This is an optimization exercise on Yosys and OpenROAD, whose aim is small area, a short achievable clock period and few clock cycles per item, not a production implementation. Only simulation tests tie the RTL to the original design; equivalence was not proved. Power and IR drop assume default switching activity.

**flow/flow/run.sh**
```bash
#!/bin/bash
# Layout: the standard flow (standard synthesis, floorplan, placement, CTS,
# routing), with plain buffers on the ports and a tighter setup target for the
# timing repair steps. The SDC is the design's, unchanged.
set -uo pipefail
bash standard.sh finish \
  SETUP_SLACK_MARGIN=7.0 \
  "BUFFER_PORTS_ARGS=-buffer_cell sky130_fd_sc_hd__buf_2" \
  > standard_flow.log 2>&1
status=$?
cp -r orfs/logs flow_logs 2>/dev/null || true
exit $status
```
**flow/standard.sh**
```bash
#!/bin/bash
# synth_recipe.tcl (not shown) runs the flow's synth.tcl, then flattens the netlist and writes it again
# the make line also repeats each setting of config.mk as NAME=value (left out here)
make -C /OpenROAD-flow-scripts/flow DESIGN_CONFIG=/design/flow/config.mk WORK_HOME=/design/flow/orfs CLKGATE_MAP_FILE= SYNTH_SCRIPT=/design/flow/synth_recipe.tcl "${@:-finish}"
```
**flow/config.mk**
```make
export PLATFORM = sky130hd
export DESIGN_NAME = apsel_top
export DESIGN_NICKNAME = apsel_top
export VERILOG_FILES = /design/flow/design.v
export SDC_FILE = /design/flow/constraint.sdc
export NUM_CORES = 4
export LEC_CHECK = 0
export ABC_AREA = 1
export CAP_MARGIN = 20
export CORE_MARGIN = 2
export CORE_UTILIZATION = 40
export SLEW_MARGIN = 20
```
**flow/constraint.sdc**
```tcl
create_clock -name core_clock -period 14.0 [get_ports {clk}]
set_input_delay 2.8000 -clock core_clock [delete_from_list [all_inputs] [get_ports {clk}]]
set_output_delay 2.8000 -clock core_clock [all_outputs]
set_load 0.01 [all_outputs]
```
**flow/design.v**
```verilog
`default_nettype none
package apsel_pkg;
  localparam int NUM_ARMS = 8;
  localparam int ARM_W    = (NUM_ARMS > 1) ? $clog2(NUM_ARMS) : 1;
  localparam int Q_W      = 16;
  localparam int PMIN_W   = 13;
  localparam int FIELD_W  = 3;
  localparam int Q_ONE_INT  = 65536;
  localparam int SHARE_INT  = Q_ONE_INT / NUM_ARMS;
  localparam logic [Q_W-1:0] PROB_RESET =
    Q_W'((SHARE_INT > Q_ONE_INT - 1) ? (Q_ONE_INT - 1) : SHARE_INT);
  localparam logic [PMIN_W-1:0] PMIN_RESET  = PMIN_W'(655);
  localparam logic [Q_W-1:0]    ALPHA_RESET = Q_W'(52429);
  localparam logic CMD_WRITE  = 1'b0;
  localparam logic CMD_SELECT = 1'b1;
  localparam logic REG_MIN_PROB   = 1'b0;
  localparam logic REG_LEARN_RATE = 1'b1;
  typedef struct packed {
    logic               cmd;
    logic [FIELD_W-1:0] arm;
    logic [Q_W-1:0]     reward;
    logic [Q_W-1:0]     random_draw;
  } req_t;
  typedef struct packed {
    logic [FIELD_W-1:0] chosen_arm;
    logic [FIELD_W-1:0] best_arm;
  } res_t;
endpackage
`default_nettype wire
`default_nettype none
module adaptive_pursuit_selector_core (
  input  wire logic               clk,
  input  wire logic               rst,
  input  wire logic               req_valid,
  output logic                    req_stall,
  input  wire apsel_pkg::req_t    req,
  output logic                    res_valid,
  input  wire logic               res_stall,
  output apsel_pkg::res_t         res,
  input  wire logic               psel,
  input  wire logic               penable,
  input  wire logic               pwrite,
  input  wire logic [2:0]         paddr,
  input  wire logic [31:0]        pwdata,
  output logic [31:0]             prdata,
  output logic                    pready
);
  localparam int Q_W    = apsel_pkg::Q_W;
  localparam int PMIN_W = apsel_pkg::PMIN_W;
  logic [PMIN_W-1:0]   min_probability;
  logic [Q_W-1:0]      learning_rate;
  logic [Q_W-1:0]      pmax;
  logic [Q_W-1:0]      reward_estimate [8];
  logic [Q_W-1:0]      grp_p [4];      
  logic [Q_W-1:0]      pipe_p [4];     
  logic [16:0]         pipe_d [4];     
  logic                ph;             
  logic                upd_a;          
  logic                upd_b;          
  logic                upd2;           
  logic                rou_a;          
  logic                rou_b;          
  logic [2:0]          sel_best;
  logic [Q_W-1:0]      draw;
  logic [2:0]          rou_best;
  logic [Q_W-1:0]      rou_rem;        
  logic                rou_found;
  logic [1:0]          rou_arm;
  logic [5:0]          q_mem [4];
  logic [1:0]          q_wr;
  logic [1:0]          q_rd;
  logic [2:0]          q_cnt;
  logic [1:0]          outs;           
  function automatic logic [16:0] add16(input logic [15:0] a, input logic [15:0] b,
                                        input logic cin);
    logic [15:0] g, p, gg, pp;
    g  = a & b;
    p  = a ^ b;
    gg = g;
    pp = p;
    gg[0] = g[0] | (p[0] & cin);
    for (int l = 0; l < 4; l++) begin
      for (int i = 0; i < 16; i++) begin
        if (((i >> l) & 1) == 1) begin
          gg[i] = gg[i] | (pp[i] & gg[((i >> l) << l) - 1]);
          pp[i] = pp[i] & pp[((i >> l) << l) - 1];
        end
      end
    end
    add16 = {gg[15], p ^ {gg[14:0], cin}};
  endfunction
  function automatic logic ge16(input logic [15:0] a, input logic [15:0] b);
    logic [16:0] r;
    r = add16(a, ~b, 1'b1);
    ge16 = r[16];
  endfunction
  logic                cfg_wr;
  logic                sel_acc;
  logic                wr_acc;
  logic                res_take;
  assign pready  = 1'b1;
  assign cfg_wr  = psel && penable && pwrite;
  assign prdata  = paddr[2] ? 32'(learning_rate) : 32'(min_probability);
  assign req_stall = req.cmd && (!ph || (outs == 2'd3));
  assign sel_acc   = req_valid && req.cmd && ph && (outs != 2'd3);
  assign wr_acc    = req_valid && !req.cmd;
  assign res_valid      = (q_cnt != 3'd0);
  assign res.chosen_arm = q_mem[q_rd][5:3];
  assign res.best_arm   = q_mem[q_rd][2:0];
  assign res_take       = res_valid && !res_stall;
  logic [2:0]     b01, b23, b45, b67, b03, b47, best_now;
  logic [Q_W-1:0] v01, v23, v45, v67, v03, v47;
  always_comb begin
    b01 = ge16(reward_estimate[1], reward_estimate[0]) ? 3'd1 : 3'd0;
    v01 = ge16(reward_estimate[1], reward_estimate[0]) ? reward_estimate[1] : reward_estimate[0];
    b23 = ge16(reward_estimate[3], reward_estimate[2]) ? 3'd3 : 3'd2;
    v23 = ge16(reward_estimate[3], reward_estimate[2]) ? reward_estimate[3] : reward_estimate[2];
    b45 = ge16(reward_estimate[5], reward_estimate[4]) ? 3'd5 : 3'd4;
    v45 = ge16(reward_estimate[5], reward_estimate[4]) ? reward_estimate[5] : reward_estimate[4];
    b67 = ge16(reward_estimate[7], reward_estimate[6]) ? 3'd7 : 3'd6;
    v67 = ge16(reward_estimate[7], reward_estimate[6]) ? reward_estimate[7] : reward_estimate[6];
    b03 = ge16(v23, v01) ? b23 : b01;
    v03 = ge16(v23, v01) ? v23 : v01;
    b47 = ge16(v67, v45) ? b67 : b45;
    v47 = ge16(v67, v45) ? v67 : v45;
    best_now = ge16(v47, v03) ? b47 : b03;
  end
  logic [8:0] bo_one, bo_two, bo_neg;      
  logic [8:0] bn_one, bn_two, bn_neg;      
  always_comb begin
    logic [18:0] ax;
    ax = {2'b00, learning_rate, 1'b0};
    for (int j = 0; j < 9; j++) begin
      bn_one[j] = ax[2*j+1] ^ ax[2*j];
      bn_two[j] = (ax[2*j+2] & ~ax[2*j+1] & ~ax[2*j]) | (~ax[2*j+2] & ax[2*j+1] & ax[2*j]);
      bn_neg[j] = ax[2*j+2] & ~(ax[2*j+1] & ax[2*j]);
    end
  end
  logic [16:0]    d_now [4];
  logic [Q_W-1:0] p_next [4];
  always_comb begin
    for (int j = 0; j < 4; j++) begin
      logic [Q_W-1:0] t;
      t = (sel_best == {ph, 2'(j)}) ? pmax : Q_W'(min_probability);
      d_now[j] = add16(t, ~grp_p[j], 1'b1) ^ 17'h10000;
    end
  end
  for (genvar j = 0; j < 4; j++) begin : g_upd
    apsel_pupd u_pupd (
      .p    (pipe_p[j]),
      .d    (pipe_d[j]),
      .corr (upd2 & pipe_d[j][16]),
      .one  (bo_one),
      .two  (bo_two),
      .neg  (bo_neg),
      .pn   (p_next[j])
    );
  end
  logic [Q_W-1:0] rem [5];
  logic [3:0]     hit;
  logic [1:0]     hit_arm;
  always_comb begin
    rem[0] = rou_rem;
    for (int i = 0; i < 4; i++) begin
      logic [Q_W:0] r;
      r = add16(rem[i], ~grp_p[i], 1'b1);
      hit[i]   = !r[Q_W];
      rem[i+1] = r[Q_W-1:0];
    end
    hit_arm = hit[0] ? 2'd0 : hit[1] ? 2'd1 : hit[2] ? 2'd2 : 2'd3;
  end
  always_ff @(posedge clk) begin
    if (rst) begin
      min_probability <= apsel_pkg::PMIN_RESET;
      learning_rate   <= apsel_pkg::ALPHA_RESET;
      pmax            <= 16'(65536 - 7 * 655);
      ph              <= 1'b0;
      upd_a           <= 1'b0;
      upd_b           <= 1'b0;
      upd2            <= 1'b0;
      bo_one          <= '0;
      bo_two          <= '0;
      bo_neg          <= '0;
      rou_a           <= 1'b0;
      rou_b           <= 1'b0;
      q_wr            <= '0;
      q_rd            <= '0;
      q_cnt           <= '0;
      outs            <= '0;
      for (int i = 0; i < 8; i++) reward_estimate[i] <= '0;
      for (int j = 0; j < 4; j++) begin
        grp_p[j]  <= apsel_pkg::PROB_RESET;
        pipe_p[j] <= apsel_pkg::PROB_RESET;
      end
    end else begin
      if (cfg_wr) begin
        if (!paddr[2]) begin
          min_probability <= pwdata[PMIN_W-1:0];
          pmax <= (pwdata[PMIN_W-1:0] == '0) ? 16'hFFFF
                : 16'(17'h10000 - 17'(pwdata[PMIN_W-1:0]) * 17'd7);
        end else begin
          learning_rate <= pwdata[Q_W-1:0];
        end
      end
      if (wr_acc) begin
        reward_estimate[req.arm] <= req.reward;
      end
      ph    <= !ph;
      upd_a <= sel_acc;
      upd_b <= upd_a;
      upd2  <= upd_a || upd_b;
      bo_one <= (upd_a || upd_b) ? bn_one : '0;
      bo_two <= (upd_a || upd_b) ? bn_two : '0;
      bo_neg <= (upd_a || upd_b) ? bn_neg : '0;
      rou_a <= upd_b;
      rou_b <= rou_a;
      for (int j = 0; j < 4; j++) begin
        pipe_p[j] <= grp_p[j];
        grp_p[j]  <= p_next[j];
      end
      if (rou_b) begin
        q_wr <= q_wr + 2'd1;
      end
      if (res_take) begin
        q_rd <= q_rd + 2'd1;
      end
      q_cnt <= q_cnt + 3'(rou_b) - 3'(res_take);
      outs  <= outs + 2'(sel_acc) - 2'(res_take);
    end
  end
  always_ff @(posedge clk) begin
    for (int j = 0; j < 4; j++) pipe_d[j] <= d_now[j];
    if (sel_acc) begin
      sel_best <= best_now;
      draw     <= req.random_draw;
    end
    if (upd_b) begin
      rou_best <= sel_best;
      rou_rem  <= draw;
    end
    if (rou_a) begin
      rou_rem   <= rem[4];
      rou_found <= |hit;
      rou_arm   <= hit_arm;
    end
    if (rou_b) begin
      q_mem[q_wr] <= {rou_found ? {1'b0, rou_arm} : (|hit ? {1'b1, hit_arm} : 3'd0), rou_best};
    end
  end
endmodule
`default_nettype wire
`default_nettype none
module apsel_pupd (
  input  wire logic [15:0] p,
  input  wire logic [16:0] d,
  input  wire logic        corr,
  input  wire logic [8:0]  one,
  input  wire logic [8:0]  two,
  input  wire logic [8:0]  neg,
  output logic      [15:0] pn
);
  wire pp1 = (one[0] & d[0]) ^ neg[0];
  wire pp2 = ((one[0] & d[1]) | (two[0] & d[0])) ^ neg[0];
  wire pp3 = ((one[0] & d[2]) | (two[0] & d[1])) ^ neg[0];
  wire pp4 = ((one[0] & d[3]) | (two[0] & d[2])) ^ neg[0];
  wire pp5 = ((one[0] & d[4]) | (two[0] & d[3])) ^ neg[0];
  wire pp6 = ((one[0] & d[5]) | (two[0] & d[4])) ^ neg[0];
  wire pp7 = ((one[0] & d[6]) | (two[0] & d[5])) ^ neg[0];
  wire pp8 = ((one[0] & d[7]) | (two[0] & d[6])) ^ neg[0];
  wire pp9 = ((one[0] & d[8]) | (two[0] & d[7])) ^ neg[0];
  wire pp10 = ((one[0] & d[9]) | (two[0] & d[8])) ^ neg[0];
  wire pp11 = ((one[0] & d[10]) | (two[0] & d[9])) ^ neg[0];
  wire pp12 = ((one[0] & d[11]) | (two[0] & d[10])) ^ neg[0];
  wire pp13 = ((one[0] & d[12]) | (two[0] & d[11])) ^ neg[0];
  wire pp14 = ((one[0] & d[13]) | (two[0] & d[12])) ^ neg[0];
  wire pp15 = ((one[0] & d[14]) | (two[0] & d[13])) ^ neg[0];
  wire pp16 = ((one[0] & d[15]) | (two[0] & d[14])) ^ neg[0];
  wire pp17 = ((one[0] & d[16]) | (two[0] & d[15])) ^ neg[0];
  wire pp18 = ~(((one[0] & d[16]) | (two[0] & d[16])) ^ neg[0]);
  wire pp19 = (one[1] & d[0]) ^ neg[1];
  wire pp20 = ((one[1] & d[1]) | (two[1] & d[0])) ^ neg[1];
  wire pp21 = ((one[1] & d[2]) | (two[1] & d[1])) ^ neg[1];
  wire pp22 = ((one[1] & d[3]) | (two[1] & d[2])) ^ neg[1];
  wire pp23 = ((one[1] & d[4]) | (two[1] & d[3])) ^ neg[1];
  wire pp24 = ((one[1] & d[5]) | (two[1] & d[4])) ^ neg[1];
  wire pp25 = ((one[1] & d[6]) | (two[1] & d[5])) ^ neg[1];
  wire pp26 = ((one[1] & d[7]) | (two[1] & d[6])) ^ neg[1];
  wire pp27 = ((one[1] & d[8]) | (two[1] & d[7])) ^ neg[1];
  wire pp28 = ((one[1] & d[9]) | (two[1] & d[8])) ^ neg[1];
  wire pp29 = ((one[1] & d[10]) | (two[1] & d[9])) ^ neg[1];
  wire pp30 = ((one[1] & d[11]) | (two[1] & d[10])) ^ neg[1];
  wire pp31 = ((one[1] & d[12]) | (two[1] & d[11])) ^ neg[1];
  wire pp32 = ((one[1] & d[13]) | (two[1] & d[12])) ^ neg[1];
  wire pp33 = ((one[1] & d[14]) | (two[1] & d[13])) ^ neg[1];
  wire pp34 = ((one[1] & d[15]) | (two[1] & d[14])) ^ neg[1];
  wire pp35 = ((one[1] & d[16]) | (two[1] & d[15])) ^ neg[1];
  wire pp36 = ~(((one[1] & d[16]) | (two[1] & d[16])) ^ neg[1]);
  wire pp37 = (one[2] & d[0]) ^ neg[2];
  wire pp38 = ((one[2] & d[1]) | (two[2] & d[0])) ^ neg[2];
  wire pp39 = ((one[2] & d[2]) | (two[2] & d[1])) ^ neg[2];
  wire pp40 = ((one[2] & d[3]) | (two[2] & d[2])) ^ neg[2];
  wire pp41 = ((one[2] & d[4]) | (two[2] & d[3])) ^ neg[2];
  wire pp42 = ((one[2] & d[5]) | (two[2] & d[4])) ^ neg[2];
  wire pp43 = ((one[2] & d[6]) | (two[2] & d[5])) ^ neg[2];
  wire pp44 = ((one[2] & d[7]) | (two[2] & d[6])) ^ neg[2];
  wire pp45 = ((one[2] & d[8]) | (two[2] & d[7])) ^ neg[2];
  wire pp46 = ((one[2] & d[9]) | (two[2] & d[8])) ^ neg[2];
  wire pp47 = ((one[2] & d[10]) | (two[2] & d[9])) ^ neg[2];
  wire pp48 = ((one[2] & d[11]) | (two[2] & d[10])) ^ neg[2];
  wire pp49 = ((one[2] & d[12]) | (two[2] & d[11])) ^ neg[2];
  wire pp50 = ((one[2] & d[13]) | (two[2] & d[12])) ^ neg[2];
  wire pp51 = ((one[2] & d[14]) | (two[2] & d[13])) ^ neg[2];
  wire pp52 = ((one[2] & d[15]) | (two[2] & d[14])) ^ neg[2];
  wire pp53 = ((one[2] & d[16]) | (two[2] & d[15])) ^ neg[2];
  wire pp54 = ~(((one[2] & d[16]) | (two[2] & d[16])) ^ neg[2]);
  wire pp55 = (one[3] & d[0]) ^ neg[3];
  wire pp56 = ((one[3] & d[1]) | (two[3] & d[0])) ^ neg[3];
  wire pp57 = ((one[3] & d[2]) | (two[3] & d[1])) ^ neg[3];
  wire pp58 = ((one[3] & d[3]) | (two[3] & d[2])) ^ neg[3];
  wire pp59 = ((one[3] & d[4]) | (two[3] & d[3])) ^ neg[3];
  wire pp60 = ((one[3] & d[5]) | (two[3] & d[4])) ^ neg[3];
  wire pp61 = ((one[3] & d[6]) | (two[3] & d[5])) ^ neg[3];
  wire pp62 = ((one[3] & d[7]) | (two[3] & d[6])) ^ neg[3];
  wire pp63 = ((one[3] & d[8]) | (two[3] & d[7])) ^ neg[3];
  wire pp64 = ((one[3] & d[9]) | (two[3] & d[8])) ^ neg[3];
  wire pp65 = ((one[3] & d[10]) | (two[3] & d[9])) ^ neg[3];
  wire pp66 = ((one[3] & d[11]) | (two[3] & d[10])) ^ neg[3];
  wire pp67 = ((one[3] & d[12]) | (two[3] & d[11])) ^ neg[3];
  wire pp68 = ((one[3] & d[13]) | (two[3] & d[12])) ^ neg[3];
  wire pp69 = ((one[3] & d[14]) | (two[3] & d[13])) ^ neg[3];
  wire pp70 = ((one[3] & d[15]) | (two[3] & d[14])) ^ neg[3];
  wire pp71 = ((one[3] & d[16]) | (two[3] & d[15])) ^ neg[3];
  wire pp72 = ~(((one[3] & d[16]) | (two[3] & d[16])) ^ neg[3]);
  wire pp73 = (one[4] & d[0]) ^ neg[4];
  wire pp74 = ((one[4] & d[1]) | (two[4] & d[0])) ^ neg[4];
  wire pp75 = ((one[4] & d[2]) | (two[4] & d[1])) ^ neg[4];
  wire pp76 = ((one[4] & d[3]) | (two[4] & d[2])) ^ neg[4];
  wire pp77 = ((one[4] & d[4]) | (two[4] & d[3])) ^ neg[4];
  wire pp78 = ((one[4] & d[5]) | (two[4] & d[4])) ^ neg[4];
  wire pp79 = ((one[4] & d[6]) | (two[4] & d[5])) ^ neg[4];
  wire pp80 = ((one[4] & d[7]) | (two[4] & d[6])) ^ neg[4];
  wire pp81 = ((one[4] & d[8]) | (two[4] & d[7])) ^ neg[4];
  wire pp82 = ((one[4] & d[9]) | (two[4] & d[8])) ^ neg[4];
  wire pp83 = ((one[4] & d[10]) | (two[4] & d[9])) ^ neg[4];
  wire pp84 = ((one[4] & d[11]) | (two[4] & d[10])) ^ neg[4];
  wire pp85 = ((one[4] & d[12]) | (two[4] & d[11])) ^ neg[4];
  wire pp86 = ((one[4] & d[13]) | (two[4] & d[12])) ^ neg[4];
  wire pp87 = ((one[4] & d[14]) | (two[4] & d[13])) ^ neg[4];
  wire pp88 = ((one[4] & d[15]) | (two[4] & d[14])) ^ neg[4];
  wire pp89 = ((one[4] & d[16]) | (two[4] & d[15])) ^ neg[4];
  wire pp90 = ~(((one[4] & d[16]) | (two[4] & d[16])) ^ neg[4]);
  wire pp91 = (one[5] & d[0]) ^ neg[5];
  wire pp92 = ((one[5] & d[1]) | (two[5] & d[0])) ^ neg[5];
  wire pp93 = ((one[5] & d[2]) | (two[5] & d[1])) ^ neg[5];
  wire pp94 = ((one[5] & d[3]) | (two[5] & d[2])) ^ neg[5];
  wire pp95 = ((one[5] & d[4]) | (two[5] & d[3])) ^ neg[5];
  wire pp96 = ((one[5] & d[5]) | (two[5] & d[4])) ^ neg[5];
  wire pp97 = ((one[5] & d[6]) | (two[5] & d[5])) ^ neg[5];
  wire pp98 = ((one[5] & d[7]) | (two[5] & d[6])) ^ neg[5];
  wire pp99 = ((one[5] & d[8]) | (two[5] & d[7])) ^ neg[5];
  wire pp100 = ((one[5] & d[9]) | (two[5] & d[8])) ^ neg[5];
  wire pp101 = ((one[5] & d[10]) | (two[5] & d[9])) ^ neg[5];
  wire pp102 = ((one[5] & d[11]) | (two[5] & d[10])) ^ neg[5];
  wire pp103 = ((one[5] & d[12]) | (two[5] & d[11])) ^ neg[5];
  wire pp104 = ((one[5] & d[13]) | (two[5] & d[12])) ^ neg[5];
  wire pp105 = ((one[5] & d[14]) | (two[5] & d[13])) ^ neg[5];
  wire pp106 = ((one[5] & d[15]) | (two[5] & d[14])) ^ neg[5];
  wire pp107 = ((one[5] & d[16]) | (two[5] & d[15])) ^ neg[5];
  wire pp108 = ~(((one[5] & d[16]) | (two[5] & d[16])) ^ neg[5]);
  wire pp109 = (one[6] & d[0]) ^ neg[6];
  wire pp110 = ((one[6] & d[1]) | (two[6] & d[0])) ^ neg[6];
  wire pp111 = ((one[6] & d[2]) | (two[6] & d[1])) ^ neg[6];
  wire pp112 = ((one[6] & d[3]) | (two[6] & d[2])) ^ neg[6];
  wire pp113 = ((one[6] & d[4]) | (two[6] & d[3])) ^ neg[6];
  wire pp114 = ((one[6] & d[5]) | (two[6] & d[4])) ^ neg[6];
  wire pp115 = ((one[6] & d[6]) | (two[6] & d[5])) ^ neg[6];
  wire pp116 = ((one[6] & d[7]) | (two[6] & d[6])) ^ neg[6];
  wire pp117 = ((one[6] & d[8]) | (two[6] & d[7])) ^ neg[6];
  wire pp118 = ((one[6] & d[9]) | (two[6] & d[8])) ^ neg[6];
  wire pp119 = ((one[6] & d[10]) | (two[6] & d[9])) ^ neg[6];
  wire pp120 = ((one[6] & d[11]) | (two[6] & d[10])) ^ neg[6];
  wire pp121 = ((one[6] & d[12]) | (two[6] & d[11])) ^ neg[6];
  wire pp122 = ((one[6] & d[13]) | (two[6] & d[12])) ^ neg[6];
  wire pp123 = ((one[6] & d[14]) | (two[6] & d[13])) ^ neg[6];
  wire pp124 = ((one[6] & d[15]) | (two[6] & d[14])) ^ neg[6];
  wire pp125 = ((one[6] & d[16]) | (two[6] & d[15])) ^ neg[6];
  wire pp126 = ~(((one[6] & d[16]) | (two[6] & d[16])) ^ neg[6]);
  wire pp127 = (one[7] & d[0]) ^ neg[7];
  wire pp128 = ((one[7] & d[1]) | (two[7] & d[0])) ^ neg[7];
  wire pp129 = ((one[7] & d[2]) | (two[7] & d[1])) ^ neg[7];
  wire pp130 = ((one[7] & d[3]) | (two[7] & d[2])) ^ neg[7];
  wire pp131 = ((one[7] & d[4]) | (two[7] & d[3])) ^ neg[7];
  wire pp132 = ((one[7] & d[5]) | (two[7] & d[4])) ^ neg[7];
  wire pp133 = ((one[7] & d[6]) | (two[7] & d[5])) ^ neg[7];
  wire pp134 = ((one[7] & d[7]) | (two[7] & d[6])) ^ neg[7];
  wire pp135 = ((one[7] & d[8]) | (two[7] & d[7])) ^ neg[7];
  wire pp136 = ((one[7] & d[9]) | (two[7] & d[8])) ^ neg[7];
  wire pp137 = ((one[7] & d[10]) | (two[7] & d[9])) ^ neg[7];
  wire pp138 = ((one[7] & d[11]) | (two[7] & d[10])) ^ neg[7];
  wire pp139 = ((one[7] & d[12]) | (two[7] & d[11])) ^ neg[7];
  wire pp140 = ((one[7] & d[13]) | (two[7] & d[12])) ^ neg[7];
  wire pp141 = ((one[7] & d[14]) | (two[7] & d[13])) ^ neg[7];
  wire pp142 = ((one[7] & d[15]) | (two[7] & d[14])) ^ neg[7];
  wire pp143 = ((one[7] & d[16]) | (two[7] & d[15])) ^ neg[7];
  wire pp144 = ((one[7] & d[16]) | (two[7] & d[16])) ^ neg[7];
  wire pp145 = one[8] & d[0];
  wire pp146 = one[8] & d[1];
  wire pp147 = one[8] & d[2];
  wire pp148 = one[8] & d[3];
  wire pp149 = one[8] & d[4];
  wire pp150 = one[8] & d[5];
  wire pp151 = one[8] & d[6];
  wire pp152 = one[8] & d[7];
  wire pp153 = one[8] & d[8];
  wire pp154 = one[8] & d[9];
  wire pp155 = one[8] & d[10];
  wire pp156 = one[8] & d[11];
  wire pp157 = one[8] & d[12];
  wire pp158 = one[8] & d[13];
  wire pp159 = one[8] & d[14];
  wire pp160 = one[8] & d[15];
  wire s161 = pp15 ^ pp31;
  wire c162 = pp15 & pp31;
  wire s163 = pp16 ^ pp32;
  wire c164 = pp16 & pp32;
  wire x165 = pp17 ^ pp33;
  wire s166 = x165 ^ pp49;
  wire c167 = (pp17 & pp33) | (pp49 & x165);
  wire x168 = 1'b1 ^ pp18;
  wire s169 = x168 ^ pp34;
  wire c170 = (1'b1 & pp18) | (pp34 & x168);
  wire s171 = pp50 ^ pp66;
  wire c172 = pp50 & pp66;
  wire x173 = 1'b1 ^ pp35;
  wire s174 = x173 ^ pp51;
  wire c175 = (1'b1 & pp35) | (pp51 & x173);
  wire s176 = pp67 ^ pp83;
  wire c177 = pp67 & pp83;
  wire x178 = pp36 ^ pp52;
  wire s179 = x178 ^ pp68;
  wire c180 = (pp36 & pp52) | (pp68 & x178);
  wire s181 = 1'b1 ^ pp53;
  wire c182 = 1'b1 & pp53;
  wire s183 = pp9 ^ pp25;
  wire c184 = pp9 & pp25;
  wire s185 = pp10 ^ pp26;
  wire c186 = pp10 & pp26;
  wire x187 = pp11 ^ pp27;
  wire s188 = x187 ^ pp43;
  wire c189 = (pp11 & pp27) | (pp43 & x187);
  wire s190 = pp59 ^ pp75;
  wire c191 = pp59 & pp75;
  wire x192 = pp12 ^ pp28;
  wire s193 = x192 ^ pp44;
  wire c194 = (pp12 & pp28) | (pp44 & x192);
  wire s195 = pp60 ^ pp76;
  wire c196 = pp60 & pp76;
  wire x197 = pp13 ^ pp29;
  wire s198 = x197 ^ pp45;
  wire c199 = (pp13 & pp29) | (pp45 & x197);
  wire x200 = pp61 ^ pp77;
  wire s201 = x200 ^ pp93;
  wire c202 = (pp61 & pp77) | (pp93 & x200);
  wire s203 = pp109 ^ neg[6];
  wire c204 = pp109 & neg[6];
  wire x205 = pp14 ^ pp30;
  wire s206 = x205 ^ pp46;
  wire c207 = (pp14 & pp30) | (pp46 & x205);
  wire x208 = pp62 ^ pp78;
  wire s209 = x208 ^ pp94;
  wire c210 = (pp62 & pp78) | (pp94 & x208);
  wire s211 = pp110 ^ corr;
  wire c212 = pp110 & corr;
  wire x213 = s161 ^ pp47;
  wire s214 = x213 ^ pp63;
  wire c215 = (s161 & pp47) | (pp63 & x213);
  wire x216 = pp79 ^ pp95;
  wire s217 = x216 ^ pp111;
  wire c218 = (pp79 & pp95) | (pp111 & x216);
  wire x219 = pp127 ^ neg[7];
  wire s220 = x219 ^ corr;
  wire c221 = (pp127 & neg[7]) | (corr & x219);
  wire x222 = s163 ^ pp48;
  wire s223 = x222 ^ pp64;
  wire c224 = (s163 & pp48) | (pp64 & x222);
  wire x225 = pp80 ^ pp96;
  wire s226 = x225 ^ pp112;
  wire c227 = (pp80 & pp96) | (pp112 & x225);
  wire x228 = pp128 ^ corr;
  wire s229 = x228 ^ c162;
  wire c230 = (pp128 & corr) | (c162 & x228);
  wire x231 = s166 ^ pp65;
  wire s232 = x231 ^ pp81;
  wire c233 = (s166 & pp65) | (pp81 & x231);
  wire x234 = pp97 ^ pp113;
  wire s235 = x234 ^ pp129;
  wire c236 = (pp97 & pp113) | (pp129 & x234);
  wire x237 = pp145 ^ p[0];
  wire s238 = x237 ^ c164;
  wire c239 = (pp145 & p[0]) | (c164 & x237);
  wire x240 = s169 ^ s171;
  wire s241 = x240 ^ pp82;
  wire c242 = (s169 & s171) | (pp82 & x240);
  wire x243 = pp98 ^ pp114;
  wire s244 = x243 ^ pp130;
  wire c245 = (pp98 & pp114) | (pp130 & x243);
  wire x246 = pp146 ^ p[1];
  wire s247 = x246 ^ c167;
  wire c248 = (pp146 & p[1]) | (c167 & x246);
  wire x249 = s174 ^ s176;
  wire s250 = x249 ^ pp99;
  wire c251 = (s174 & s176) | (pp99 & x249);
  wire x252 = pp115 ^ pp131;
  wire s253 = x252 ^ pp147;
  wire c254 = (pp115 & pp131) | (pp147 & x252);
  wire x255 = p[2] ^ c170;
  wire s256 = x255 ^ c172;
  wire c257 = (p[2] & c170) | (c172 & x255);
  wire x258 = s179 ^ pp84;
  wire s259 = x258 ^ pp100;
  wire c260 = (s179 & pp84) | (pp100 & x258);
  wire x261 = pp116 ^ pp132;
  wire s262 = x261 ^ pp148;
  wire c263 = (pp116 & pp132) | (pp148 & x261);
  wire x264 = p[3] ^ c175;
  wire s265 = x264 ^ c177;
  wire c266 = (p[3] & c175) | (c177 & x264);
  wire x267 = s181 ^ pp69;
  wire s268 = x267 ^ pp85;
  wire c269 = (s181 & pp69) | (pp85 & x267);
  wire x270 = pp101 ^ pp117;
  wire s271 = x270 ^ pp133;
  wire c272 = (pp101 & pp117) | (pp133 & x270);
  wire x273 = pp149 ^ p[4];
  wire s274 = x273 ^ c180;
  wire c275 = (pp149 & p[4]) | (c180 & x273);
  wire x276 = pp54 ^ pp70;
  wire s277 = x276 ^ pp86;
  wire c278 = (pp54 & pp70) | (pp86 & x276);
  wire x279 = pp102 ^ pp118;
  wire s280 = x279 ^ pp134;
  wire c281 = (pp102 & pp118) | (pp134 & x279);
  wire x282 = pp150 ^ p[5];
  wire s283 = x282 ^ c182;
  wire c284 = (pp150 & p[5]) | (c182 & x282);
  wire x285 = 1'b1 ^ pp71;
  wire s286 = x285 ^ pp87;
  wire c287 = (1'b1 & pp71) | (pp87 & x285);
  wire x288 = pp103 ^ pp119;
  wire s289 = x288 ^ pp135;
  wire c290 = (pp103 & pp119) | (pp135 & x288);
  wire s291 = pp151 ^ p[6];
  wire c292 = pp151 & p[6];
  wire x293 = pp72 ^ pp88;
  wire s294 = x293 ^ pp104;
  wire c295 = (pp72 & pp88) | (pp104 & x293);
  wire x296 = pp120 ^ pp136;
  wire s297 = x296 ^ pp152;
  wire c298 = (pp120 & pp136) | (pp152 & x296);
  wire x299 = 1'b1 ^ pp89;
  wire s300 = x299 ^ pp105;
  wire c301 = (1'b1 & pp89) | (pp105 & x299);
  wire s302 = pp121 ^ pp137;
  wire c303 = pp121 & pp137;
  wire x304 = pp90 ^ pp106;
  wire s305 = x304 ^ pp122;
  wire c306 = (pp90 & pp106) | (pp122 & x304);
  wire s307 = 1'b1 ^ pp107;
  wire c308 = 1'b1 & pp107;
  wire s309 = pp5 ^ pp21;
  wire c310 = pp5 & pp21;
  wire s311 = pp6 ^ pp22;
  wire c312 = pp6 & pp22;
  wire x313 = pp7 ^ pp23;
  wire s314 = x313 ^ pp39;
  wire c315 = (pp7 & pp23) | (pp39 & x313);
  wire s316 = pp55 ^ neg[3];
  wire c317 = pp55 & neg[3];
  wire x318 = pp8 ^ pp24;
  wire s319 = x318 ^ pp40;
  wire c320 = (pp8 & pp24) | (pp40 & x318);
  wire s321 = pp56 ^ corr;
  wire c322 = pp56 & corr;
  wire x323 = s183 ^ pp41;
  wire s324 = x323 ^ pp57;
  wire c325 = (s183 & pp41) | (pp57 & x323);
  wire x326 = pp73 ^ neg[4];
  wire s327 = x326 ^ corr;
  wire c328 = (pp73 & neg[4]) | (corr & x326);
  wire x329 = s185 ^ pp42;
  wire s330 = x329 ^ pp58;
  wire c331 = (s185 & pp42) | (pp58 & x329);
  wire x332 = pp74 ^ corr;
  wire s333 = x332 ^ c184;
  wire c334 = (pp74 & corr) | (c184 & x332);
  wire x335 = s188 ^ s190;
  wire s336 = x335 ^ pp91;
  wire c337 = (s188 & s190) | (pp91 & x335);
  wire x338 = neg[5] ^ corr;
  wire s339 = x338 ^ c186;
  wire c340 = (neg[5] & corr) | (c186 & x338);
  wire x341 = s193 ^ s195;
  wire s342 = x341 ^ pp92;
  wire c343 = (s193 & s195) | (pp92 & x341);
  wire x344 = corr ^ c189;
  wire s345 = x344 ^ c191;
  wire c346 = (corr & c189) | (c191 & x344);
  wire x347 = s198 ^ s201;
  wire s348 = x347 ^ s203;
  wire c349 = (s198 & s201) | (s203 & x347);
  wire x350 = corr ^ c194;
  wire s351 = x350 ^ c196;
  wire c352 = (corr & c194) | (c196 & x350);
  wire x353 = s206 ^ s209;
  wire s354 = x353 ^ s211;
  wire c355 = (s206 & s209) | (s211 & x353);
  wire x356 = c199 ^ c202;
  wire s357 = x356 ^ c204;
  wire c358 = (c199 & c202) | (c204 & x356);
  wire x359 = s214 ^ s217;
  wire s360 = x359 ^ s220;
  wire c361 = (s214 & s217) | (s220 & x359);
  wire x362 = c207 ^ c210;
  wire s363 = x362 ^ c212;
  wire c364 = (c207 & c210) | (c212 & x362);
  wire x365 = s223 ^ s226;
  wire s366 = x365 ^ s229;
  wire c367 = (s223 & s226) | (s229 & x365);
  wire x368 = c215 ^ c218;
  wire s369 = x368 ^ c221;
  wire c370 = (c215 & c218) | (c221 & x368);
  wire x371 = s232 ^ s235;
  wire s372 = x371 ^ s238;
  wire c373 = (s232 & s235) | (s238 & x371);
  wire x374 = c224 ^ c227;
  wire s375 = x374 ^ c230;
  wire c376 = (c224 & c227) | (c230 & x374);
  wire x377 = s241 ^ s244;
  wire s378 = x377 ^ s247;
  wire c379 = (s241 & s244) | (s247 & x377);
  wire x380 = c233 ^ c236;
  wire s381 = x380 ^ c239;
  wire c382 = (c233 & c236) | (c239 & x380);
  wire x383 = s250 ^ s253;
  wire s384 = x383 ^ s256;
  wire c385 = (s250 & s253) | (s256 & x383);
  wire x386 = c242 ^ c245;
  wire s387 = x386 ^ c248;
  wire c388 = (c242 & c245) | (c248 & x386);
  wire x389 = s259 ^ s262;
  wire s390 = x389 ^ s265;
  wire c391 = (s259 & s262) | (s265 & x389);
  wire x392 = c251 ^ c254;
  wire s393 = x392 ^ c257;
  wire c394 = (c251 & c254) | (c257 & x392);
  wire x395 = s268 ^ s271;
  wire s396 = x395 ^ s274;
  wire c397 = (s268 & s271) | (s274 & x395);
  wire x398 = c260 ^ c263;
  wire s399 = x398 ^ c266;
  wire c400 = (c260 & c263) | (c266 & x398);
  wire x401 = s277 ^ s280;
  wire s402 = x401 ^ s283;
  wire c403 = (s277 & s280) | (s283 & x401);
  wire x404 = c269 ^ c272;
  wire s405 = x404 ^ c275;
  wire c406 = (c269 & c272) | (c275 & x404);
  wire x407 = s286 ^ s289;
  wire s408 = x407 ^ s291;
  wire c409 = (s286 & s289) | (s291 & x407);
  wire x410 = c278 ^ c281;
  wire s411 = x410 ^ c284;
  wire c412 = (c278 & c281) | (c284 & x410);
  wire x413 = s294 ^ s297;
  wire s414 = x413 ^ p[7];
  wire c415 = (s294 & s297) | (p[7] & x413);
  wire x416 = c287 ^ c290;
  wire s417 = x416 ^ c292;
  wire c418 = (c287 & c290) | (c292 & x416);
  wire x419 = s300 ^ s302;
  wire s420 = x419 ^ pp153;
  wire c421 = (s300 & s302) | (pp153 & x419);
  wire x422 = p[8] ^ c295;
  wire s423 = x422 ^ c298;
  wire c424 = (p[8] & c295) | (c298 & x422);
  wire x425 = s305 ^ pp138;
  wire s426 = x425 ^ pp154;
  wire c427 = (s305 & pp138) | (pp154 & x425);
  wire x428 = p[9] ^ c301;
  wire s429 = x428 ^ c303;
  wire c430 = (p[9] & c301) | (c303 & x428);
  wire x431 = s307 ^ pp123;
  wire s432 = x431 ^ pp139;
  wire c433 = (s307 & pp123) | (pp139 & x431);
  wire x434 = pp155 ^ p[10];
  wire s435 = x434 ^ c306;
  wire c436 = (pp155 & p[10]) | (c306 & x434);
  wire x437 = pp108 ^ pp124;
  wire s438 = x437 ^ pp140;
  wire c439 = (pp108 & pp124) | (pp140 & x437);
  wire x440 = pp156 ^ p[11];
  wire s441 = x440 ^ c308;
  wire c442 = (pp156 & p[11]) | (c308 & x440);
  wire x443 = 1'b1 ^ pp125;
  wire s444 = x443 ^ pp141;
  wire c445 = (1'b1 & pp125) | (pp141 & x443);
  wire s446 = pp157 ^ p[12];
  wire c447 = pp157 & p[12];
  wire x448 = pp126 ^ pp142;
  wire s449 = x448 ^ pp158;
  wire c450 = (pp126 & pp142) | (pp158 & x448);
  wire s451 = 1'b1 ^ pp143;
  wire c452 = 1'b1 & pp143;
  wire s453 = 1'b1 ^ pp144;
  wire c454 = 1'b1 & pp144;
  wire s455 = pp3 ^ pp19;
  wire c456 = pp3 & pp19;
  wire s457 = pp4 ^ pp20;
  wire c458 = pp4 & pp20;
  wire x459 = s309 ^ pp37;
  wire s460 = x459 ^ neg[2];
  wire c461 = (s309 & pp37) | (neg[2] & x459);
  wire x462 = s311 ^ pp38;
  wire s463 = x462 ^ corr;
  wire c464 = (s311 & pp38) | (corr & x462);
  wire x465 = s314 ^ s316;
  wire s466 = x465 ^ corr;
  wire c467 = (s314 & s316) | (corr & x465);
  wire x468 = s319 ^ s321;
  wire s469 = x468 ^ c315;
  wire c470 = (s319 & s321) | (c315 & x468);
  wire x471 = s324 ^ s327;
  wire s472 = x471 ^ c320;
  wire c473 = (s324 & s327) | (c320 & x471);
  wire x474 = s330 ^ s333;
  wire s475 = x474 ^ c325;
  wire c476 = (s330 & s333) | (c325 & x474);
  wire x477 = s336 ^ s339;
  wire s478 = x477 ^ c331;
  wire c479 = (s336 & s339) | (c331 & x477);
  wire x480 = s342 ^ s345;
  wire s481 = x480 ^ c337;
  wire c482 = (s342 & s345) | (c337 & x480);
  wire x483 = s348 ^ s351;
  wire s484 = x483 ^ c343;
  wire c485 = (s348 & s351) | (c343 & x483);
  wire x486 = s354 ^ s357;
  wire s487 = x486 ^ c349;
  wire c488 = (s354 & s357) | (c349 & x486);
  wire x489 = s360 ^ s363;
  wire s490 = x489 ^ c355;
  wire c491 = (s360 & s363) | (c355 & x489);
  wire x492 = s366 ^ s369;
  wire s493 = x492 ^ c361;
  wire c494 = (s366 & s369) | (c361 & x492);
  wire x495 = s372 ^ s375;
  wire s496 = x495 ^ c367;
  wire c497 = (s372 & s375) | (c367 & x495);
  wire x498 = s378 ^ s381;
  wire s499 = x498 ^ c373;
  wire c500 = (s378 & s381) | (c373 & x498);
  wire x501 = s384 ^ s387;
  wire s502 = x501 ^ c379;
  wire c503 = (s384 & s387) | (c379 & x501);
  wire x504 = s390 ^ s393;
  wire s505 = x504 ^ c385;
  wire c506 = (s390 & s393) | (c385 & x504);
  wire x507 = s396 ^ s399;
  wire s508 = x507 ^ c391;
  wire c509 = (s396 & s399) | (c391 & x507);
  wire x510 = s402 ^ s405;
  wire s511 = x510 ^ c397;
  wire c512 = (s402 & s405) | (c397 & x510);
  wire x513 = s408 ^ s411;
  wire s514 = x513 ^ c403;
  wire c515 = (s408 & s411) | (c403 & x513);
  wire x516 = s414 ^ s417;
  wire s517 = x516 ^ c409;
  wire c518 = (s414 & s417) | (c409 & x516);
  wire x519 = s420 ^ s423;
  wire s520 = x519 ^ c415;
  wire c521 = (s420 & s423) | (c415 & x519);
  wire x522 = s426 ^ s429;
  wire s523 = x522 ^ c421;
  wire c524 = (s426 & s429) | (c421 & x522);
  wire x525 = s432 ^ s435;
  wire s526 = x525 ^ c427;
  wire c527 = (s432 & s435) | (c427 & x525);
  wire x528 = s438 ^ s441;
  wire s529 = x528 ^ c433;
  wire c530 = (s438 & s441) | (c433 & x528);
  wire x531 = s444 ^ s446;
  wire s532 = x531 ^ c439;
  wire c533 = (s444 & s446) | (c439 & x531);
  wire x534 = s449 ^ p[13];
  wire s535 = x534 ^ c445;
  wire c536 = (s449 & p[13]) | (c445 & x534);
  wire x537 = s451 ^ pp159;
  wire s538 = x537 ^ p[14];
  wire c539 = (s451 & pp159) | (p[14] & x537);
  wire x540 = s453 ^ pp160;
  wire s541 = x540 ^ p[15];
  wire c542 = (s453 & pp160) | (p[15] & x540);
  wire s543 = pp1 ^ neg[0];
  wire c544 = pp1 & neg[0];
  wire s545 = pp2 ^ corr;
  wire c546 = pp2 & corr;
  wire x547 = s455 ^ neg[1];
  wire s548 = x547 ^ corr;
  wire c549 = (s455 & neg[1]) | (corr & x547);
  wire x550 = s457 ^ corr;
  wire s551 = x550 ^ c456;
  wire c552 = (s457 & corr) | (c456 & x550);
  wire x553 = s460 ^ corr;
  wire s554 = x553 ^ c458;
  wire c555 = (s460 & corr) | (c458 & x553);
  wire x556 = s463 ^ c310;
  wire s557 = x556 ^ c461;
  wire c558 = (s463 & c310) | (c461 & x556);
  wire x559 = s466 ^ c312;
  wire s560 = x559 ^ c464;
  wire c561 = (s466 & c312) | (c464 & x559);
  wire x562 = s469 ^ c317;
  wire s563 = x562 ^ c467;
  wire c564 = (s469 & c317) | (c467 & x562);
  wire x565 = s472 ^ c322;
  wire s566 = x565 ^ c470;
  wire c567 = (s472 & c322) | (c470 & x565);
  wire x568 = s475 ^ c328;
  wire s569 = x568 ^ c473;
  wire c570 = (s475 & c328) | (c473 & x568);
  wire x571 = s478 ^ c334;
  wire s572 = x571 ^ c476;
  wire c573 = (s478 & c334) | (c476 & x571);
  wire x574 = s481 ^ c340;
  wire s575 = x574 ^ c479;
  wire c576 = (s481 & c340) | (c479 & x574);
  wire x577 = s484 ^ c346;
  wire s578 = x577 ^ c482;
  wire c579 = (s484 & c346) | (c482 & x577);
  wire x580 = s487 ^ c352;
  wire s581 = x580 ^ c485;
  wire c582 = (s487 & c352) | (c485 & x580);
  wire x583 = s490 ^ c358;
  wire s584 = x583 ^ c488;
  wire c585 = (s490 & c358) | (c488 & x583);
  wire x586 = s493 ^ c364;
  wire s587 = x586 ^ c491;
  wire c588 = (s493 & c364) | (c491 & x586);
  wire x589 = s496 ^ c370;
  wire s590 = x589 ^ c494;
  wire c591 = (s496 & c370) | (c494 & x589);
  wire x592 = s499 ^ c376;
  wire s593 = x592 ^ c497;
  wire c594 = (s499 & c376) | (c497 & x592);
  wire x595 = s502 ^ c382;
  wire s596 = x595 ^ c500;
  wire c597 = (s502 & c382) | (c500 & x595);
  wire x598 = s505 ^ c388;
  wire s599 = x598 ^ c503;
  wire c600 = (s505 & c388) | (c503 & x598);
  wire x601 = s508 ^ c394;
  wire s602 = x601 ^ c506;
  wire c603 = (s508 & c394) | (c506 & x601);
  wire x604 = s511 ^ c400;
  wire s605 = x604 ^ c509;
  wire c606 = (s511 & c400) | (c509 & x604);
  wire x607 = s514 ^ c406;
  wire s608 = x607 ^ c512;
  wire c609 = (s514 & c406) | (c512 & x607);
  wire x610 = s517 ^ c412;
  wire s611 = x610 ^ c515;
  wire c612 = (s517 & c412) | (c515 & x610);
  wire x613 = s520 ^ c418;
  wire s614 = x613 ^ c518;
  wire c615 = (s520 & c418) | (c518 & x613);
  wire x616 = s523 ^ c424;
  wire s617 = x616 ^ c521;
  wire c618 = (s523 & c424) | (c521 & x616);
  wire x619 = s526 ^ c430;
  wire s620 = x619 ^ c524;
  wire c621 = (s526 & c430) | (c524 & x619);
  wire x622 = s529 ^ c436;
  wire s623 = x622 ^ c527;
  wire c624 = (s529 & c436) | (c527 & x622);
  wire x625 = s532 ^ c442;
  wire s626 = x625 ^ c530;
  wire c627 = (s532 & c442) | (c530 & x625);
  wire x628 = s535 ^ c447;
  wire s629 = x628 ^ c533;
  wire c630 = (s535 & c447) | (c533 & x628);
  wire x631 = s538 ^ c450;
  wire s632 = x631 ^ c536;
  wire c633 = (s538 & c450) | (c536 & x631);
  wire x634 = s541 ^ c452;
  wire s635 = x634 ^ c539;
  wire c636 = (s541 & c452) | (c539 & x634);
  wire g637 = s543 & corr;
  wire x638 = s543 ^ corr;
  wire g639 = s545 & c544;
  wire x640 = s545 ^ c544;
  wire g641 = s548 & c546;
  wire x642 = s548 ^ c546;
  wire g643 = s551 & c549;
  wire x644 = s551 ^ c549;
  wire g645 = s554 & c552;
  wire x646 = s554 ^ c552;
  wire g647 = s557 & c555;
  wire x648 = s557 ^ c555;
  wire g649 = s560 & c558;
  wire x650 = s560 ^ c558;
  wire g651 = s563 & c561;
  wire x652 = s563 ^ c561;
  wire g653 = s566 & c564;
  wire x654 = s566 ^ c564;
  wire g655 = s569 & c567;
  wire x656 = s569 ^ c567;
  wire g657 = s572 & c570;
  wire x658 = s572 ^ c570;
  wire g659 = s575 & c573;
  wire x660 = s575 ^ c573;
  wire g661 = s578 & c576;
  wire x662 = s578 ^ c576;
  wire g663 = s581 & c579;
  wire x664 = s581 ^ c579;
  wire g665 = s584 & c582;
  wire x666 = s584 ^ c582;
  wire g667 = s587 & c585;
  wire x668 = s587 ^ c585;
  wire g669 = s590 & c588;
  wire x670 = s590 ^ c588;
  wire g671 = s593 & c591;
  wire x672 = s593 ^ c591;
  wire g673 = s596 & c594;
  wire x674 = s596 ^ c594;
  wire g675 = s599 & c597;
  wire x676 = s599 ^ c597;
  wire g677 = s602 & c600;
  wire x678 = s602 ^ c600;
  wire g679 = s605 & c603;
  wire x680 = s605 ^ c603;
  wire g681 = s608 & c606;
  wire x682 = s608 ^ c606;
  wire g683 = s611 & c609;
  wire x684 = s611 ^ c609;
  wire g685 = s614 & c612;
  wire x686 = s614 ^ c612;
  wire g687 = s617 & c615;
  wire x688 = s617 ^ c615;
  wire g689 = s620 & c618;
  wire x690 = s620 ^ c618;
  wire g691 = s623 & c621;
  wire x692 = s623 ^ c621;
  wire g693 = s626 & c624;
  wire x694 = s626 ^ c624;
  wire g695 = s629 & c627;
  wire x696 = s629 ^ c627;
  wire g697 = s632 & c630;
  wire x698 = s632 ^ c630;
  wire g699 = s635 & c633;
  wire x700 = s635 ^ c633;
  wire G701 = g639 | (x640 & g637);
  wire P702 = x640 & x638;
  wire G703 = g643 | (x644 & g641);
  wire P704 = x644 & x642;
  wire G705 = g647 | (x648 & g645);
  wire P706 = x648 & x646;
  wire G707 = g651 | (x652 & g649);
  wire P708 = x652 & x650;
  wire G709 = g655 | (x656 & g653);
  wire P710 = x656 & x654;
  wire G711 = g659 | (x660 & g657);
  wire P712 = x660 & x658;
  wire G713 = g663 | (x664 & g661);
  wire P714 = x664 & x662;
  wire G715 = g667 | (x668 & g665);
  wire P716 = x668 & x666;
  wire G717 = G703 | (P704 & G701);
  wire P718 = P704 & P702;
  wire G719 = G707 | (P708 & G705);
  wire P720 = P708 & P706;
  wire G721 = G711 | (P712 & G709);
  wire P722 = P712 & P710;
  wire G723 = G715 | (P716 & G713);
  wire P724 = P716 & P714;
  wire G725 = G719 | (P720 & G717);
  wire P726 = P720 & P718;
  wire G727 = G723 | (P724 & G721);
  wire P728 = P724 & P722;
  wire G729 = G727 | (P728 & G725);
  wire P730 = P728 & P726;
  wire G731 = g669 | (x670 & G729);
  wire G732 = g671 | (x672 & G731);
  wire P733 = x672 & 1'b0;
  wire G734 = g675 | (x676 & g673);
  wire P735 = x676 & x674;
  wire G736 = g679 | (x680 & g677);
  wire P737 = x680 & x678;
  wire G738 = g683 | (x684 & g681);
  wire P739 = x684 & x682;
  wire G740 = g687 | (x688 & g685);
  wire P741 = x688 & x686;
  wire G742 = g691 | (x692 & g689);
  wire P743 = x692 & x690;
  wire G744 = g695 | (x696 & g693);
  wire P745 = x696 & x694;
  wire G746 = g699 | (x700 & g697);
  wire P747 = x700 & x698;
  wire G748 = g673 | (x674 & G732);
  wire P749 = x674 & P733;
  wire G750 = G734 | (P735 & G732);
  wire P751 = P735 & P733;
  wire G752 = g681 | (x682 & G736);
  wire P753 = x682 & P737;
  wire G754 = G738 | (P739 & G736);
  wire P755 = P739 & P737;
  wire G756 = g689 | (x690 & G740);
  wire P757 = x690 & P741;
  wire G758 = G742 | (P743 & G740);
  wire P759 = P743 & P741;
  wire G760 = g697 | (x698 & G744);
  wire P761 = x698 & P745;
  wire G762 = G746 | (P747 & G744);
  wire P763 = P747 & P745;
  wire G764 = g677 | (x678 & G750);
  wire P765 = x678 & P751;
  wire G766 = G736 | (P737 & G750);
  wire P767 = P737 & P751;
  wire G768 = G752 | (P753 & G750);
  wire P769 = P753 & P751;
  wire G770 = G754 | (P755 & G750);
  wire P771 = P755 & P751;
  wire G772 = g693 | (x694 & G758);
  wire P773 = x694 & P759;
  wire G774 = G744 | (P745 & G758);
  wire P775 = P745 & P759;
  wire G776 = G760 | (P761 & G758);
  wire P777 = P761 & P759;
  wire G778 = G762 | (P763 & G758);
  wire P779 = P763 & P759;
  wire G780 = g685 | (x686 & G770);
  wire P781 = x686 & P771;
  wire G782 = G740 | (P741 & G770);
  wire P783 = P741 & P771;
  wire G784 = G756 | (P757 & G770);
  wire P785 = P757 & P771;
  wire G786 = G758 | (P759 & G770);
  wire P787 = P759 & P771;
  wire G788 = G772 | (P773 & G770);
  wire P789 = P773 & P771;
  wire G790 = G774 | (P775 & G770);
  wire P791 = P775 & P771;
  wire G792 = G776 | (P777 & G770);
  wire P793 = P777 & P771;
  wire G794 = G778 | (P779 & G770);
  wire P795 = P779 & P771;
  assign pn[0] = x670 ^ G729;
  assign pn[1] = x672 ^ G731;
  assign pn[2] = x674 ^ G732;
  assign pn[3] = x676 ^ G748;
  assign pn[4] = x678 ^ G750;
  assign pn[5] = x680 ^ G764;
  assign pn[6] = x682 ^ G766;
  assign pn[7] = x684 ^ G768;
  assign pn[8] = x686 ^ G770;
  assign pn[9] = x688 ^ G780;
  assign pn[10] = x690 ^ G782;
  assign pn[11] = x692 ^ G784;
  assign pn[12] = x694 ^ G786;
  assign pn[13] = x696 ^ G788;
  assign pn[14] = x698 ^ G790;
  assign pn[15] = x700 ^ G792;
endmodule
`default_nettype wire
`default_nettype none
module apsel_top (
  input  wire logic        clk,
  input  wire logic        rst,
  input  wire logic        req_valid,
  output logic             req_stall,
  input  wire logic        req_cmd,
  input  wire logic [2:0]  req_arm,
  input  wire logic [15:0] req_reward,
  input  wire logic [15:0] req_draw,
  output logic             res_valid,
  input  wire logic        res_stall,
  output logic [2:0]       res_chosen_arm,
  output logic [2:0]       res_best_arm,
  input  wire logic        psel,
  input  wire logic        penable,
  input  wire logic        pwrite,
  input  wire logic [2:0]  paddr,
  input  wire logic [31:0] pwdata,
  output logic [31:0]      prdata,
  output logic             pready
);
  apsel_pkg::req_t req;
  apsel_pkg::res_t res;
  assign req.cmd         = req_cmd;
  assign req.arm         = req_arm;
  assign req.reward      = req_reward;
  assign req.random_draw = req_draw;
  assign res_chosen_arm = res.chosen_arm;
  assign res_best_arm   = res.best_arm;
  adaptive_pursuit_selector_core u_core (
    .clk       (clk),
    .rst       (rst),
    .req_valid (req_valid),
    .req_stall (req_stall),
    .req       (req),
    .res_valid (res_valid),
    .res_stall (res_stall),
    .res       (res),
    .psel      (psel),
    .penable   (penable),
    .pwrite    (pwrite),
    .paddr     (paddr),
    .pwdata    (pwdata),
    .prdata    (prdata),
    .pready    (pready)
  );
endmodule
`default_nettype wire
```
==> run_results.csv, run 1 <==
group,metric,value,unit
outcome,status,"timing/DRC/antenna clean",
clocking,numCtsBuffers,54,
placement,io_buffers,83,
grt,grt-ovfl-total,0,
detailed_routing,dr_wl_met3,14540,µm
power_and_ir_drop,power,10.91,mW
sta,tns,0,ps
setup_path,critical_path_class,"register to register",
die,dieArea,132200,µm²
power_and_ir_drop,leakagePower,29.56,nW
min_path,min_path_type,"register to register",
synthesis,synth_warnings,12,
detailed_routing,drt-total-wl,165900,µm
job,maxCapViolations,0,
clocking,root_buffer,"clkbuf_16",
cells_and_area,drive_above_1_share,13.21,%
grt,grt_max_degree,73,
detailed_routing,routed-wl-met2,77530,µm
die,die_h,363.6,µm
cells_and_area,stdcell_area,59720,µm²
grt,first_global_vias,42200,
min_path,hold_path_depth,2,
sta,fmax,136.9,MHz
die,initial_core_util,40.40,%
sta,clock_skew,60.32,ps
setup_path,reg2reg_from,"u_core.bo_one[0]",
setup_path,end_kind,"register",
cells_and_area,fillers,12160,
sta,setup-violations-final,0,
detailed_routing,wl_per_cell,21.56,µm
sta,fin_crit,7305,ps
grt,antenna_found_initial,0,
min_path,whs_endpoint,"u_core.pipe_p[1][11]",
synthesis,ys_types,55,
die,die_w,363.6,µm
clocking,tritoncts,"done",
cells_and_area,areaGrowthSynthToFinish,15.46,%
grt,grt_first_pass_wirelength,251400,µm
die,rows,131,
sta,slew_headroom,23.93,%
cells_and_area,antenna_cells,0,
power_and_ir_drop,p_per_area,182.7,nW/µm²
setup_path,crit_required,14470,ps
detailed_routing,first_iter_violations,3850,
synthesis,netlist_area,51720,µm²
sta,drv_slew,0,
detailed_routing,top_layer,"met4",
synthesis,synth-seq-area-share,22.16,%
die,io-pin-count,119,
clocking,clk_pin_slew,60,ps
grt,grt_usage,24.99,%
clocking,hold_buffers,0,
setup_path,startpoint_type,"register",
detailed_routing,postRouteAntennaNets,0,
placement,placed_area,53700,µm²
setup_path,reg2reg_depth,41,
setup_path,cp_slowest_stage_delay,580,ps
clocking,clock_latency,670,ps
synthesis,ys_seq_elements,476,
sta,post-route-period-util,52.18,%
detailed_routing,vias,41330,
detailed_routing,viasPerCell,5.372,
die,core_area,128000,µm²
placement,dp_hpwl,107900,µm
sta,worst_slew_pin_slew,1140,ps
cells_and_area,nets,7078,
sta,hold_viol_final,0,
synthesis,synth_area_per_cell,8.882,µm²
detailed_routing,wl_met1,63470,µm
placement,gp_congestion,0.8763,
clocking,h-tree-depth,2,
clocking,clock_sinks,476,
setup_path,cp_max_fo,5,
clocking,cts_buffer_depth,3,
detailed_routing,drtPass1Iterations,6,
detailed_routing,drc_errors,0,
sta,rsz0062_at_grt,"true",
setup_path,rr_endpoint,"u_core.grp_p[1][15]",
setup_path,arrival,7770,ps
min_path,hold_path_startpoint,"u_core.grp_p[1][11]",
setup_path,r2r_setup_slack,6700,ps
power_and_ir_drop,ir_worst_vdd,0.3341,mV
synthesis,syn-instance-count,5823,
setup_path,crit_path_top_delay_cell,"fa_1",
## metal layers
| layer | up-vias | global-route usage (%) |
|---|---|---|
| met2 | 1907 | 41.41 |
| li1 | 18880 | - |
| met1 | 19970 | 30.48 |
| met3 | 570 | 5.746 |
| met5 | - | 0 |
| met4 | 0 | 12.49 |
## cells in the mapped netlist (all sizes together)
library cell | instances | share of area [%]
xnor2 | 76 | 1.3
ha | 487 | 12
fa | 594 | 23
o221ai | 4 | 0.068
xor2 | 631 | 11
a211oi | 7 | 0.12
and3 | 4 | 0.048
or2 | 3 | 0.036
nor2 | 414 | 3.1
o211ai | 12 | 0.17
o2111ai | 2 | 0.034
nand2 | 562 | 4.3
o22ai | 521 | 6.3
nor3 | 29 | 0.31
dfxtp | 283 | 11
edfxtp | 193 | 11
a21o | 15 | 0.22
o21ba | 1 | 0.019
clkbuf | 266 | 1.9
o31ai | 1 | 0.015
clkinv | 6 | 0.044
o221a | 2 | 0.044
nand3 | 59 | 0.60
buf | 64 | 0.59
o31a | 1 | 0.017
nand3b | 3 | 0.044
a21oi | 231 | 2.3
a221oi | 2 | 0.034
o21ai | 240 | 2.3
o21a | 8 | 0.12
nor4 | 2 | 0.024
conb | 2 | 0.015
a21boi | 3 | 0.044
a41oi | 1 | 0.017
inv | 1055 | 7.7
a2111oi | 2 | 0.034
a31oi | 11 | 0.13
o21bai | 17 | 0.25
nand4 | 9 | 0.11
## logic make-up after synthesis
| logic type | share of synthesized area [%] |
|---|---|
| buffers and inverters | 10.22 |
| and+or+nand+nor | 8.530 |
| AOI/OAI and AO/OA | 12.33 |
| adders and majority gates | 34.77 |
| xor gates and xnor gates | 11.97 |
| DFF | 22.16 |
| other | 0.01452 |
## cells in the final DEF (no fill, tap or decap), types with 26 or more instances in the layout
cell / synthesis / routed
buf_12: 0 / 33
fa_1: 594 / 576
o21ai_0: 232 / 227
xnor2_1: 76 / 73
xor2_1: 631 / 621
nand3_1: 56 / 50
dfxtp_1: 283 / 256
nand2_1: 520 / 502
clkbuf_16: 0 / 62
o22ai_2: 0 / 38
nor2_1: 407 / 398
a21oi_1: 217 / 210
ha_1: 487 / 472
o22ai_1: 521 / 469
inv_1: 1025 / 978
edfxtp_1: 193 / 193
inv_2: 30 / 26
clkinvlp_4: 0 / 37
buf_2: 1 / 82
buf_4: 17 / 174
nand2_2: 41 / 56
## per-stage QoR
stage               utilization, %  hold slack, ps  setup slack, ps  cells
floorplan                        -           399.6             7013   5838
global placement             41.95           444.4             5586   7400
detailed placement           41.95           446.8             5550   7400
CTS                          45.74           467.8             6715   7649
global route                 46.65           485.6             6436   7692
finish                       46.65           458.5             6695   7692
## state kept, by name (all words and copies together), names as in the netlist, 8 cells and up, named ones only
register,count
u_core.bo_neg,8
u_core.bo_one,9
u_core.bo_two,8
u_core.draw,16
u_core.grp_p,64
u_core.learning_rate,16
u_core.min_probability,13
u_core.pipe_d,68
u_core.pipe_p,64
u_core.pmax,16
u_core.q_mem,24
u_core.reward_estimate,128
u_core.rou_rem,16
## report_power, final
part           internal [mW]  total, mW  switching, mW  leakage [nW]
registers               1.74       1.94          0.195          4.16
logic                   3.04       7.44           4.40          24.5
clock network          0.901       1.53          0.631         0.926
total                   5.68       10.9           5.23          29.6
## critical path: cells and delay by family, from the launching register on
kind	cells	cell delay, ps
fa+ha+maj	8	3360
simple gates	15	1330
compound gates	6	1000
buf+inv	11	840
flops	1	340
xor+xnor	1	190
## how the worst max path moves through the flow
stage | to | start | cells after the start | slack [ps]
floorplan | u_core.grp_p[1][15] | u_core.bo_neg[0] | 42 | 7010
global placement | u_core.grp_p[1][15] | u_core.bo_one[0] | 43 | 5590
detailed placement | u_core.grp_p[1][15] | u_core.bo_one[0] | 43 | 5550
CTS | u_core.grp_p[1][15] | u_core.bo_one[0] | 45 | 6720
global route | u_core.grp_p[1][15] | u_core.bo_one[0] | 41 | 6440
finish | u_core.grp_p[1][15] | u_core.bo_one[0] | 41 | 6700
## repair_timing
item / 4_1_cts / 5_1_grt
buffers inserted: 126 / 38
pin swaps: 137 / 127
gates cloned: 23 / 5
resized for setup: 276 / 147
endpoints found under the setup margin: 40 / 28
## cell type report
class | count | area [µm²] | share of cell area, %
Timing Repair Buffer | 353 | 3846 | 6.441
Multi-Input combinational cell | 3971 | 36030 | 60.33
Tap cell | 1729 | 2163 | 3.623
Sequential cell | 476 | 11520 | 19.29
Timing Repair inverter | 2 | 17.52 | 0.02933
Inverter | 1061 | 4257 | 7.128
Clock buffer | 75 | 1584 | 2.653
Clock inverter | 25 | 304.0 | 0.5091
Testbench counts, summed over its fixed seeds: cycles 2,447, items 1,200.
==> run 2, diff against run 1 <==
==> flow/run.sh (new file) <==
#!/bin/bash
# synth_recipe.tcl (not shown) runs the flow's synth.tcl, then flattens the netlist and writes it again
# the make line also repeats each setting of config.mk as NAME=value (left out here)
make -C /OpenROAD-flow-scripts/flow DESIGN_CONFIG=/design/flow/config.mk WORK_HOME=/design/flow/orfs CLKGATE_MAP_FILE= SYNTH_SCRIPT=/design/flow/synth_recipe.tcl finish
--- a/flow/config.mk
+++ b/flow/config.mk
@@ -9,4 +9,5 @@
 export CAP_MARGIN = 20
 export CORE_MARGIN = 2
 export CORE_UTILIZATION = 40
+export SETUP_SLACK_MARGIN = 5
 export SLEW_MARGIN = 20
removed: flow/flow/run.sh
removed: flow/standard.sh
==> run_results.csv, run 2 <==
group,metric,value,unit
clocking,hold_buffers,0,
setup_path,critical_path_class,"register to register",
synthesis,synthTopCellsByCount,"1025 x inv_1, 631 x xor2_1, 594 x fa_1",
clocking,numCtsBuffers,56,
detailed_routing,top_layer,"met4",
sta,slew_headroom,18.26,%
sta,rsz0062_at_grt,"false",
setup_path,cp_max_fo,48,
grt,grt_usage,22.64,%
synthesis,synth-edff-count,193,
grt,antenna_found_initial,1,
detailed_routing,routed-wl-met2,71070,µm
cells_and_area,areaGrowthSynthToFinish,8.535,%
power_and_ir_drop,ir_worst_vdd,0.3886,mV
sta,hold_viol_final,0,
sta,clock_skew,26.27,ps
die,dieArea,132200,µm²
cells_and_area,nets,6893,
sta,fmax,117.1,MHz
cells_and_area,regMostFlops,"u_core.reward_estimate",
placement,gp_congestion,0.8805,
outcome,status,"timing/DRC/antenna clean",
sta,fin_crit,8538,ps
setup_path,cp_slowest_stage_delay,560,ps
detailed_routing,drt-total-wl,148100,µm
grt,grt-ovfl-total,0,
synthesis,ys_seq_elements,476,
synthesis,synth.most_common_cell,"inv_1",
detailed_routing,wl_per_cell,19.71,µm
synthesis,ys_types,55,
cells_and_area,drive_above_1_share,5.361,%
clocking,clock_sinks,476,
sta,setup-violations-final,0,
detailed_routing,dr_wl_met3,11080,µm
die,rows,131,
setup_path,crit_required,14480,ps
synthesis,yosys.area.top_type_share,22.99,%
detailed_routing,wl_met1,60140,µm
die,io-pin-count,119,
cells_and_area,largest_register_ffs,128,
setup_path,end_kind,"register",
power_and_ir_drop,leakagePower,28.10,nW
placement,dp_hpwl,108500,µm
setup_path,crit_path_top_delay_cell,"buf_4",
synthesis,async_flop_share,0,%
detailed_routing,first_iter_violations,3283,
grt,grt_max_degree,69,
die,core_area,128000,µm²
clocking,tritoncts,"done",
setup_path,startpoint_type,"register",
sta,worst_slew_pin_slew,1225,ps
power_and_ir_drop,power,10.22,mW
clocking,cts_buffer_depth,3,
cells_and_area,reg_top3,"u_core.reward_estimate x128, u_core.pipe_d x68",
die,initial_core_util,40.40,%
placement,dp_cells,7405,
synthesis,synth.area.top_cells,"fa_1 23%, ha_1 12%, edfxtp_1 11%",
synthesis,netlist_area,51720,µm²
placement,io_buffers,83,
detailed_routing,viasPerCell,5.268,
detailed_routing,drtPass1Iterations,6,
synthesis,yosys.area.top_type,"fa_1",
grt,first_global_vias,40550,
detailed_routing,vias,39570,
cells_and_area,stdcell_count,7512,
die,die_w,363.6,µm
cells_and_area,layout_common_cells,"1025 x inv_1, 631 x xor2_1, 594 x fa_1",
sta,post-route-period-util,60.99,%
job,maxCapViolations,0,
cells_and_area,final_common_cell,"inv_1",
synthesis,synth_warnings,12,
synthesis,syn-instance-count,5823,
clocking,clk_pin_slew,60,ps
synthesis,synth_area_per_cell,8.882,µm²
clocking,root_buffer,"clkbuf_16",
synthesis,synth-seq-area-share,22.16,%
sta,tns,0,ps
power_and_ir_drop,p_per_area,182.0,nW/µm²
sta,drv_slew,0,
detailed_routing,postRouteAntennaNets,0,
clocking,clock_latency,650,ps
setup_path,crit_top_cell,"nand2_1",
grt,grt_first_pass_wirelength,232700,µm
die,die_h,363.6,µm
setup_path,arrival,9020,ps
clocking,h-tree-depth,2,
synthesis,synth-main-ff-cell,"dfxtp_1",
detailed_routing,drc_errors,0,
min_path,min_path_type,"register to register",
==> run 2: kinds of logic after synthesis <==
| logic type | count (synthesis) | share of synthesized area, % |
|---|---|---|
| AND/OR/NAND/NOR | 1085 | 8.530 |
| flip-flops | 476 | 22.16 |
| buffers and inverters | 1391 | 10.22 |
| adder cells (fa/ha/maj) | 1081 | 34.77 |
| AO/OA/AOI/OAI | 1081 | 12.33 |
| other | 2 | 0.01452 |
| XOR/XNOR | 707 | 11.97 |
==> run 2: final timing paths <==
kind	startpoint	end	slack, ps	cells after the start
min reg2reg	u_core.grp_p[1][13]	u_core.pipe_p[1][13]	460	2
max	u_core.bo_one[0]	u_core.grp_p[1][15]	5460	42
min	u_core.grp_p[1][13]	u_core.pipe_p[1][13]	460	2
max reg2reg	u_core.bo_one[0]	u_core.grp_p[1][15]	5460	42
==> run 2: area by class of cell <==
class	instances	area, µm²
antenna	1	2.502
sequential	476	11490
inverter	1061	3983
fill	12400	71880
clock buffer	68	1531
clock inverter	38	455.4
timing repair buffer	168	1466
tap	1729	2163
multi-input combinational	3971	35050
==> run 2: repair_timing <==
action,in CTS,in global routing
gates resized for setup,0,1
buffers inserted,0,0
setup endpoints to repair,0,1
==> run 2: stage by stage <==
stage | cell area [µm²] | setup slack [ps] | hold WS (ps) | util, %
floorplan | 51780 | 6689 | 399.6 | -
global placement | 54140 | 5588 | 448.9 | 42.30
detailed placement | 54140 | 5609 | 448.0 | 42.30
CTS | 56130 | 5570 | 462.9 | 43.85
global route | 56130 | 5101 | 471.7 | 43.85
finish | 56140 | 5462 | 456.3 | 43.85
==> run 2: worst max-delay path, delay by kind of cell, from the launching register on <==
family | cells | cell delay, ps
flops | 1 | 530
compound gates | 6 | 1070
buf+inv | 9 | 1280
simple gates | 18 | 1640
xor+xnor | 1 | 190
fa+ha+maj | 8 | 3620
==> run 2: layer usage <==
layer  global-route usage [%]  vias up
met5                        0        -
met4                    7.859        0
met3                    4.075      319
met2                    38.49     1578
met1                    28.86    19210
li1                         -    18470
==> run 2: power breakdown <==
part,internal (mW),leakage (nW),switching (mW),total [mW]
clock network,0.931,0.970,0.655,1.59
registers,1.74,4.15,0.158,1.90
logic,2.64,23.0,4.10,6.73
total,5.31,28.1,4.91,10.2
